This design comes from an exercise in tuning for small area and a short achievable clock period on the open sky130 flow, not from production work.
Only simulation tests tie the RTL to the original design; equivalence was not proved.
The clock input has no modelled driver; a real chip could not lean on it and would need a root buffer or a full tree.

south:
==> module led_row_stabiliser, before the edit <==
module led_row_stabiliser
#(
  parameter int unsigned STABLE_CYCLES = 4
) (
  input  logic       clk_i,
  input  logic       rst_i,
  input  logic [3:0] row_i,
  output logic [3:0] row_o,
  output logic       row_q_o,
  output logic       row_q_n_o,
  output logic [3:0] row_d_o,
  output logic       row_q_d_o,
  output logic       row0_q_pre_o
);
  localparam int unsigned CW = (STABLE_CYCLES > 2) ? $clog2(STABLE_CYCLES) : 1;
  logic [3:0]    row_q;
  logic [3:0]    last_q;
  logic          last_vld_q;
  logic [CW-1:0] cnt_q;
  logic          qual_q;
  logic          qual_n_q;
  logic [3:0]    row_d;
  logic [3:0]    last_d;
  logic          last_vld_d;
  logic [CW-1:0] cnt_d;
  logic          qual_d;
  always_comb begin
    if (rst_i) begin
      row_d      = '0;
      last_d     = '0;
      last_vld_d = 1'b0;
      cnt_d      = '0;
    end else begin
      row_d      = row_i;
      last_d     = qual_q ? row_q : last_q;
      last_vld_d = last_vld_q || qual_q;
      if (row_i != row_q) begin
        cnt_d = '0;
      end else if (cnt_q < CW'(STABLE_CYCLES - 1)) begin
        cnt_d = cnt_q + CW'(1);
      end else begin
        cnt_d = cnt_q;
      end
    end
    qual_d = (cnt_d == CW'(STABLE_CYCLES - 1)) && (!last_vld_d || (row_d != last_d));
  end
  always_ff @(posedge clk_i) begin
    row_q      <= row_d;
    last_q     <= last_d;
    last_vld_q <= last_vld_d;
    cnt_q      <= cnt_d;
    qual_q     <= qual_d;
    qual_n_q   <= !qual_d;
  end
  assign row_o     = row_q;
  assign row_q_o   = qual_q;
  assign row_q_n_o = qual_n_q;
  assign row_d_o   = row_d;
  assign row_q_d_o = qual_d;
  logic [3:0] last_nr;
  logic       last_vld_nr;
  assign last_nr      = qual_q ? row_q : last_q;
  assign last_vld_nr  = last_vld_q || qual_q;
  assign row0_q_pre_o = (row_q == 4'd0) && (cnt_q >= CW'(STABLE_CYCLES - 2))
                        && (!last_vld_nr || (last_nr != 4'd0));
endmodule
==> module led_scan_capture, before the edit <==
module led_scan_capture
#(
  parameter int unsigned STABLE_CYCLES  = 4,
  parameter int unsigned TIMEOUT_CYCLES = 1048576
) (
  input  logic         Clock,
  input  logic         RST,
  input  logic [35:0]  GPIO_1,
  output logic [15:0][15:0] RedPixels,
  output logic [15:0][15:0] GrnPixels,
  output logic         frame_valid,
  output logic         frame_error,
  output logic         stalled,
  output logic [15:0]  frame_count
);
  localparam int unsigned IW = (TIMEOUT_CYCLES > 2) ? $clog2(TIMEOUT_CYCLES) : 1;
  logic [31:0] col_q;
  always_ff @(posedge Clock) col_q <= GPIO_1[31:0];
  logic [3:0] row;       
  logic       row_q;     
  logic       row_q_n;   
  logic [3:0] row_d;
  logic       row_q_d;
  logic       row0_q_pre;
  led_row_stabiliser #(
    .STABLE_CYCLES(STABLE_CYCLES)
  ) u_stab (
    .clk_i    (Clock),
    .rst_i    (RST),
    .row_i    (GPIO_1[35:32]),
    .row_o    (row),
    .row_q_o  (row_q),
    .row_q_n_o(row_q_n),
    .row_d_o  (row_d),
    .row_q_d_o(row_q_d),
    .row0_q_pre_o(row0_q_pre)
  );
  logic [15:0] red_rev;
  logic [15:0] grn_rev;
  always_comb begin
    for (int i = 0; i < 16; i++) begin
      red_rev[i] = col_q[15 - i];
      grn_rev[i] = col_q[31 - i];
    end
  end
  logic       state_q;       
  logic [3:0] exp_row_q;
  logic       state_d;
  logic [3:0] exp_row_d;
  logic       error_d;
  logic       row0;
  assign row0 = (row == 4'd0);
  always_comb begin
    state_d   = state_q;
    exp_row_d = exp_row_q;
    error_d   = 1'b0;
    if (RST) begin
      state_d   = 1'b0;
      exp_row_d = '0;
    end else if (row_q) begin
      if (!state_q) begin
        if (row0) begin
          state_d   = 1'b1;
          exp_row_d = 4'd1;
        end
      end else if (row0) begin
        error_d   = (exp_row_q != 4'd0);
        exp_row_d = 4'd1;
      end else if (row == exp_row_q) begin
        exp_row_d = exp_row_q + 4'd1;
      end else begin
        error_d = 1'b1;
        state_d = 1'b0;
      end
    end
  end
  logic commit_d;
  logic commit_q;
  logic keep_q;
  if (STABLE_CYCLES >= 2) begin : g_commit
    assign commit_d = !RST && (GPIO_1[35:32] == 4'd0) && row0_q_pre && state_q && (exp_row_q == 4'd0);
  end else begin : g_commit
    assign commit_d = row_q_d && (row_d == 4'd0) && state_d && (exp_row_d == 4'd0);
  end
  always_ff @(posedge Clock) begin
    state_q   <= state_d;
    exp_row_q <= exp_row_d;
    commit_q  <= commit_d;
    keep_q    <= !commit_d;
  end
  always_ff @(posedge Clock) begin
    if (RST) begin
      frame_valid <= 1'b0;
      frame_error <= 1'b0;
      frame_count <= '0;
    end else begin
      frame_valid <= commit_q;
      frame_error <= error_d;
      if (commit_q) frame_count <= frame_count + 16'd1;
    end
  end
  logic [15:0][15:0] red_sh_q;
  logic [15:0][15:0] grn_sh_q;
  logic [15:0] sh_wr;
  logic [15:0] sh_keep;
  always_comb begin
    for (int r = 0; r < 16; r++) begin
      sh_wr[r]   = row_q && (row == 4'(r));
      sh_keep[r] = row_q_n || (row != 4'(r));
    end
  end
  always_ff @(posedge Clock) begin
    for (int r = 0; r < 16; r++) begin
      red_sh_q[r] <= (red_rev & {16{sh_wr[r]}}) | (red_sh_q[r] & {16{sh_keep[r]}});
      grn_sh_q[r] <= (grn_rev & {16{sh_wr[r]}}) | (grn_sh_q[r] & {16{sh_keep[r]}});
    end
  end
  logic ld;
  logic hold;
  assign ld   = commit_q && !RST;
  assign hold = keep_q && !RST;
  always_ff @(posedge Clock) begin
    RedPixels <= (red_sh_q & {256{ld}}) | (RedPixels & {256{hold}});
    GrnPixels <= (grn_sh_q & {256{ld}}) | (GrnPixels & {256{hold}});
  end
  if (TIMEOUT_CYCLES == 1048576) begin : g_idle
    logic [19:0] idle_q;
    logic        low_zero;
    assign low_zero = (idle_q[18:0] == 19'd0);
    always_ff @(posedge Clock) begin
      if (RST || row_q) begin
        idle_q  <= '0;
        stalled <= 1'b0;
      end else begin
        idle_q  <= {idle_q[18:0], idle_q[19] ^ idle_q[16] ^ low_zero};
        stalled <= stalled || (idle_q[19] && low_zero);
      end
    end
  end else begin : g_idle
    logic [IW-1:0] idle_q;
    always_ff @(posedge Clock) begin
      if (RST || row_q) begin
        idle_q  <= '0;
        stalled <= 1'b0;
      end else begin
        idle_q  <= idle_q + IW'(1);
        stalled <= stalled || (idle_q == IW'(TIMEOUT_CYCLES - 1));
      end
    end
  end
endmodule
export LEC_CHECK = 0
export CAP_MARGIN = 20
export CORE_MARGIN = 2
export CORE_UTILIZATION = 62
export SETUP_SLACK_MARGIN = 3.74
export SLEW_MARGIN = 20
create_clock -name core_clock -period 6.0 [get_ports {Clock}]
standard.sh (not shown) runs the stock make flow with config.mk's settings and CLKGATE_MAP_FILE= SYNTH_SCRIPT=/design/flow/synth_recipe.tcl, a recipe that flattens the netlist after the stock synthesis.
==> flow/flow/run.sh <==
#!/bin/bash
# Own layout flow: the standard ORFS flow, with plain buffers on the
# ports, a fanout limit and no delay cells for the placement-stage
# buffering, and a two-level clock tree (clock_tree.tcl) in place of
# TritonCTS. Make's output goes to flow_make.log here; ORFS's per-step logs
# stay under orfs/logs/.
set -euo pipefail
bash standard.sh finish \
  BUFFER_PORTS_ARGS="-buffer_cell sky130_fd_sc_hd__buf_1" \
  PRE_RESIZE_TCL="$PWD/flow/pre_resize.tcl" \
  PRE_CTS_TCL="$PWD/flow/clock_tree.tcl" \
  > flow_make.log 2>&1
Other scripts of this flow, unchanged in this note and not shown: flow/flow/clock_tree.tcl, flow/flow/pre_resize.tcl
south: all stages complete, timing, DRC and antenna checks passed
Here is what was changed in the inputs of east compared with south.
--- a/flow/design.v
+++ b/flow/design.v
@@ -27,14 +27,13 @@
   input  logic       rst_i,
   input  logic [3:0] row_i,
   output logic [3:0] row_o,
   output logic       row_q_o,
   output logic       row_q_n_o,
   output logic [3:0] row_d_o,
-  output logic       row_q_d_o,
-  output logic       row0_q_pre_o
+  output logic       row_q_d_o
 );
   localparam int unsigned CW = (STABLE_CYCLES > 2) ? $clog2(STABLE_CYCLES) : 1;
   logic [3:0]    row_q;
   logic [3:0]    last_q;
   logic          last_vld_q;
   logic [CW-1:0] cnt_q;
@@ -75,18 +74,12 @@
   end
   assign row_o     = row_q;
   assign row_q_o   = qual_q;
   assign row_q_n_o = qual_n_q;
   assign row_d_o   = row_d;
   assign row_q_d_o = qual_d;
-  logic [3:0] last_nr;
-  logic       last_vld_nr;
-  assign last_nr      = qual_q ? row_q : last_q;
-  assign last_vld_nr  = last_vld_q || qual_q;
-  assign row0_q_pre_o = (row_q == 4'd0) && (cnt_q >= CW'(STABLE_CYCLES - 2))
-                        && (!last_vld_nr || (last_nr != 4'd0));
 endmodule
 module led_scan_capture
 #(
   parameter int unsigned STABLE_CYCLES  = 4,
   parameter int unsigned TIMEOUT_CYCLES = 1048576
 ) (
@@ -105,25 +98,23 @@
   always_ff @(posedge Clock) col_q <= GPIO_1[31:0];
   logic [3:0] row;       
   logic       row_q;     
   logic       row_q_n;   
   logic [3:0] row_d;
   logic       row_q_d;
-  logic       row0_q_pre;
   led_row_stabiliser #(
     .STABLE_CYCLES(STABLE_CYCLES)
   ) u_stab (
     .clk_i    (Clock),
     .rst_i    (RST),
     .row_i    (GPIO_1[35:32]),
     .row_o    (row),
     .row_q_o  (row_q),
     .row_q_n_o(row_q_n),
     .row_d_o  (row_d),
-    .row_q_d_o(row_q_d),
-    .row0_q_pre_o(row0_q_pre)
+    .row_q_d_o(row_q_d)
   );
   logic [15:0] red_rev;
   logic [15:0] grn_rev;
   always_comb begin
     for (int i = 0; i < 16; i++) begin
       red_rev[i] = col_q[15 - i];
@@ -162,13 +153,13 @@
     end
   end
   logic commit_d;
   logic commit_q;
   logic keep_q;
   if (STABLE_CYCLES >= 2) begin : g_commit
-    assign commit_d = !RST && (GPIO_1[35:32] == 4'd0) && row0_q_pre && state_q && (exp_row_q == 4'd0);
+    assign commit_d = row_q_d && (row_d == 4'd0) && state_q && (exp_row_q == 4'd0);
   end else begin : g_commit
     assign commit_d = row_q_d && (row_d == 4'd0) && state_d && (exp_row_d == 4'd0);
   end
   always_ff @(posedge Clock) begin
     state_q   <= state_d;
     exp_row_q <= exp_row_d;
Notes after the runs:
Any difference in post-synthesis adder-cell area fraction between south and east is small enough to ignore.
The sequential-to-total area share from yosys stat on south is in line with that on east.
Looking at signed area change from the synthesized netlist to the final layout, east sits 0.19 points below south.
From south to east the numbers moved as follows: post-route non-filler standard cell count closely matched the old numbers; worst path required time saw an increase; clock-pin slew of the registers on the worst-case setup and hold paths stayed essentially flat.
east against south: fmax level; die area held; final worst setup slack held steady; design area held.
In every run of this note, the design's own scripts or RTL, not TritonCTS, make the clock network.

separate check: timing with driven ports:
The results above use ideal ports. As a check the final layouts listed here were re-extracted and re-timed, cells and wires unchanged. Step 1 (the two cells are an assumption about what drives the block):
set clk [get_ports {Clock}]
set_driving_cell -lib_cell sky130_fd_sc_hd__clkbuf_16 $clk
set_driving_cell -lib_cell sky130_fd_sc_hd__buf_2 [delete_from_list [all_inputs] $clk]
Step 2, shift: input delay + t, output delay - t, t = (earliest + latest rising clock arrival at the registers) / 2. This alone moves slack from input paths to output paths. Slacks: ideal / step 1 / step 2; pairs: ideal / step 1.
run	shift t [ns]	setup WS [ns]	hold WS [ns]	latest minus earliest clock arrival (ns)
south	0.549	3.744 / 3.610 / 3.327	0.461 / 0.461 / 0.461	0.034 / 0.033
east	0.547	3.747 / 3.611 / 3.313	0.442 / 0.442 / 0.442	0.031 / 0.031
After both steps every run listed still meets setup and hold. The setup slack of east, which loses most, moves by -0.136 ns with the drivers and by -0.434 ns with both steps.
